Background: an optimization exercise with open tools, aiming at small area, a short achievable clock period and few clock cycles per item. Do not read the settings as production practice.
At most, simulation tests tie the RTL to the original design; equivalence was not proved.
Power and IR drop assume default switching activity.

## sensor_reading_band_statistics
module sensor_reading_band_statistics #(
    parameter int unsigned MAX_READINGS = 1024
) (
    input  wire logic               i_clk,
    input  wire logic               i_rst_n,
    input  wire logic               i_valid,
    output logic                    o_ready,
    input  wire logic signed [15:0] i_reading,
    input  wire logic               i_last,
    output logic                    o_valid,
    input  wire logic               i_ready,
    output logic [LIMIT_W-1:0]      o_min_reading,
    output logic [LIMIT_W-1:0]      o_max_reading,
    output logic [LIMIT_W-1:0]      o_avg_reading,
    output logic [CNT_W-1:0]        o_valid_count,
    output logic [CNT_W-1:0]        o_skipped_count,
    output logic [CNT_W-1:0]        o_normal_count,
    output logic [CNT_W-1:0]        o_warning_count,
    output logic [CNT_W-1:0]        o_critical_count,
    output logic [CNT_W-1:0]        o_shutdown_count,
    output logic [POS_W-1:0]        o_first_alarm_index,
    output logic                    o_alarm_seen,
    output logic                    o_batch_empty,
    input  wire logic               psel,
    input  wire logic               penable,
    input  wire logic               pwrite,
    input  wire logic [3:0]         paddr,
    input  wire logic [31:0]        pwdata,
    output logic      [31:0]        prdata,
    output logic                    pready
);
export LEC_CHECK = 0
export CAP_MARGIN = 20
export CORE_MARGIN = 2
export CORE_UTILIZATION = 80
export SETUP_SLACK_MARGIN = 3.4
export SLEW_MARGIN = 20
create_clock -name core_clock -period 6.0 [get_ports {i_clk}]
standard.sh (not shown) runs the stock make flow with config.mk's settings and CLKGATE_MAP_FILE= SYNTH_SCRIPT=/design/flow/synth_recipe.tcl, a recipe that flattens the netlist after the stock synthesis.
==> flow/flow/run.sh <==
#!/bin/bash
# The standard layout, with plain buffers (buf_2) on the ports instead of the
# delay cells that buffer_ports picks by default. Every port still gets its buffer.
set -euo pipefail
bash standard.sh BUFFER_PORTS_ARGS="-buffer_cell sky130_fd_sc_hd__buf_2" finish > standard_flow.log 2>&1
Testbench counts at the start, summed over its fixed seeds: cycles 13,449, batches 384.
Rerun with:
Settings changed: CORE_UTILIZATION 80 to 40, SETUP_SLACK_MARGIN 3.4 to 3.0.
Cell area grows slightly.
Register-to-register slack gains 170 ps.
Clock-buffer cell count shrinks by 10.
Setup slack gains 170 ps.
Total power grows by a few percent.
Die area grows by well over a third.
Routed wire length shrinks by roughly a tenth.
Rerun with:
Settings changed: CORE_UTILIZATION 40 to 55, CTS_CLUSTER_DIAMETER set to 60, CTS_CLUSTER_SIZE set to 24, SETUP_SLACK_MARGIN 3.0 to 3.4.
The new run went through all stages and came out clean.
Power went down by 8.7%.
Wire length is lower by 6.0%.
Core utilization grows by 16 points.
Worst setup slack gains 150 ps.
Die area falls by 27%.
Combinational power went up by about 3%.
Cell area goes down by 1.9%.
Via count shrinks by 0.62%.
Clock-buffer cell count drops by 17.
Rerun with:
Settings changed: CORE_UTILIZATION 55 to 65.
Worst hold slack barely changes.
Clock-buffer cell count went up by 2.
Power climbs by about 2.5%.
Fmax grows by about 3%.
Design area falls by about 0.3%.
Routed wire length went down by 1.0%.
Sequential power barely changes.
Core utilization climbs by 12 points.
Combinational power is about the same.
Area after synthesis stays the same.

* * *

Another version of the RTL of sensor_reading_band_statistics (not shown whole).
For scale: roughly 220 I/O pins.
// sensor_reading_band_statistics
module sensor_reading_band_statistics #(
    parameter int unsigned MAX_READINGS = 1024
) (
    input  wire logic               i_clk,
    input  wire logic               i_rst_n,
    input  wire logic               i_valid,
    output logic                    o_ready,
    input  wire logic signed [15:0] i_reading,
    input  wire logic               i_last,
    output logic                    o_valid,
    input  wire logic               i_ready,
    output logic [LIMIT_W-1:0]      o_min_reading,
    output logic [LIMIT_W-1:0]      o_max_reading,
    output logic [LIMIT_W-1:0]      o_avg_reading,
    output logic [CNT_W-1:0]        o_valid_count,
    output logic [CNT_W-1:0]        o_skipped_count,
    output logic [CNT_W-1:0]        o_normal_count,
    output logic [CNT_W-1:0]        o_warning_count,
    output logic [CNT_W-1:0]        o_critical_count,
    output logic [CNT_W-1:0]        o_shutdown_count,
    output logic [POS_W-1:0]        o_first_alarm_index,
    output logic                    o_alarm_seen,
    output logic                    o_batch_empty,
    input  wire logic               psel,
    input  wire logic               penable,
    input  wire logic               pwrite,
    input  wire logic [3:0]         paddr,
    input  wire logic [31:0]        pwdata,
    output logic      [31:0]        prdata,
    output logic                    pready
);
==> flow/config.mk <==
export PLATFORM = sky130hd
export DESIGN_NAME = sensor_reading_band_statistics
export DESIGN_NICKNAME = sensor_reading_band_statistics
export VERILOG_FILES = /design/flow/design.v
export SDC_FILE = /design/flow/constraint.sdc
export NUM_CORES = 4
export LEC_CHECK = 0
export CAP_MARGIN = 20
export CORE_MARGIN = 2
export CORE_UTILIZATION = 65
export SETUP_SLACK_MARGIN = 3.4
export SLEW_MARGIN = 20
==> flow/constraint.sdc <==
create_clock -name core_clock -period 6.0 [get_ports {i_clk}]
set_input_delay 1.2000 -clock core_clock [delete_from_list [all_inputs] [get_ports {i_clk}]]
set_output_delay 1.2000 -clock core_clock [all_outputs]
set_load 0.01 [all_outputs]
Scripts as last shown in full above: flow/flow/run.sh
Next try:
--- a/flow/config.mk
+++ b/flow/config.mk
@@ -7,2 +7,3 @@
 export LEC_CHECK = 0
+export ABC_AREA = 1
 export CAP_MARGIN = 20
@@ -10,3 +11,5 @@
 export CORE_UTILIZATION = 65
-export SETUP_SLACK_MARGIN = 3.4
+export CTS_CLUSTER_DIAMETER = 60
+export CTS_CLUSTER_SIZE = 24
+export SETUP_SLACK_MARGIN = 3.5
 export SLEW_MARGIN = 20
Effect: First-iteration DRC count came out higher by 11%; flip-flop and latch count is unchanged; routed wire length hardly moves; cell area drops by 1.3%; clock-buffer cell count drops by 24; die area is unchanged; final cell count grows by 9.8%; maximum frequency rises by 7.0%; clock power goes down by 8.7%; sequential power is about the same.
No functional check of the RTL was part of any run of this note.

* * *

RTL: one of the versions met above, not the one the previous note started from.
Size: roughly 1900 cells after synthesis, about 380 flip-flops, ~220 I/O pins, ~0.019 mm2 of cells after synthesis.
Settings: LEC_CHECK=0, ABC_AREA=1, CAP_MARGIN=20, CORE_MARGIN=2, CORE_UTILIZATION=65, CTS_CLUSTER_DIAMETER=60, CTS_CLUSTER_SIZE=24, SETUP_SLACK_MARGIN=3.5, SLEW_MARGIN=20; clock period 6.0 ns.
Scripts as last shown in full above: flow/flow/run.sh
The baseline passed the timing, design-rule and antenna checks.
Testbench counts at the start, summed over its fixed seeds: cycles 13,449, batches 384.
Edit:
ABC_AREA = unset   (was 1)
CORE_UTILIZATION = 40   (was 65)
CTS_CLUSTER_DIAMETER = unset   (was 60)
CTS_CLUSTER_SIZE = unset   (was 24)
SETUP_SLACK_MARGIN = 3.4   (was 3.5)
Effect: The changed run produced a clean layout; worst hold slack degrades by 0.021 ns; routed wire length is higher by a few percent; design area grows by a few percent; setup slack loses 0.19 ns; via count goes down by a little under a tenth; total power rose by a little under a tenth.
Edit:
CORE_UTILIZATION = 65   (was 40)
Outcome: Power went down by a few percent. Setup slack improved by 0.070 ns. Sequential power stays flat. Routed wire length went down by a little under a tenth. Clock power went down by roughly a tenth. Final cell count went down by roughly a tenth. First-iteration DRC count went up by a quarter to a third. Combinational power stays flat. Count of clock-buffer cells in the layout went up by 6. Utilization went up by 28 points. Critical path depth stays the same.
Edit:
ABC_AREA = 1   (was unset)
CTS_CLUSTER_DIAMETER = 60   (was unset)
CTS_CLUSTER_SIZE = 24   (was unset)
SETUP_SLACK_MARGIN = 3.7   (was 3.4)
Sequential share of layout area went down by 0.45 points. Clock-buffer cell count went down by 29. Register-to-register slack gets better by 0.18 ns. Worst setup slack gets better by 0.081 ns. Total power went down by a few percent. Global-route usage went up by 0.99 points.

## static timing again, ports no longer ideal
In the flow no input, the clock included, has a driving cell. The finished layouts below were timed again as built, in two steps.
Step 1 sets driving cells, clkbuf_16 on the clock port and buf_2 on the other inputs (assumed; they add their load-dependent delay and slew).
Step 2 adds t to the input delays and takes it off the output delays; t is the mean of the earliest and latest rising clock arrival at the registers after step 1. Input paths then give back, and output paths get back, about the clock's delay inside the block.
Three values: ideal, step 1, step 2; two values: the first two.
run | t, ns | slack for setup (ns) | worst setup path after step 2
the first run of note 1 | 0.574 | 3.145 / 3.145 / 2.912 | input to register
the second run of note 1 | 0.620 | 3.312 / 3.312 / 2.825 | input to register
the third run of note 1 | 0.619 | 3.466 / 3.466 / 2.947 | input to register
the fourth run of note 1 | 0.623 | 3.541 / 3.531 / 2.974 | input to register
the first run of note 2 | 0.581 | 3.362 / 3.362 / 2.958 | input to register
the second run of note 2 | 0.623 | 3.535 / 3.535 / 3.112 | input to register
the first run of note 3 | 0.609 | 3.624 / 3.572 / 3.064 | input to register
the second run of note 3 | 0.621 | 3.434 / 3.434 / 2.921 | input to register
the third run of note 3 | 0.564 | 3.504 / 3.504 / 3.003 | input to register
the fourth run of note 3 | 0.625 | 3.585 / 3.535 / 3.199 | input to register
After both steps every run listed still meets setup and hold. The setup slack of the fourth run of note 1, which loses most, moves by -0.010 ns with the drivers and by -0.567 ns with both steps.
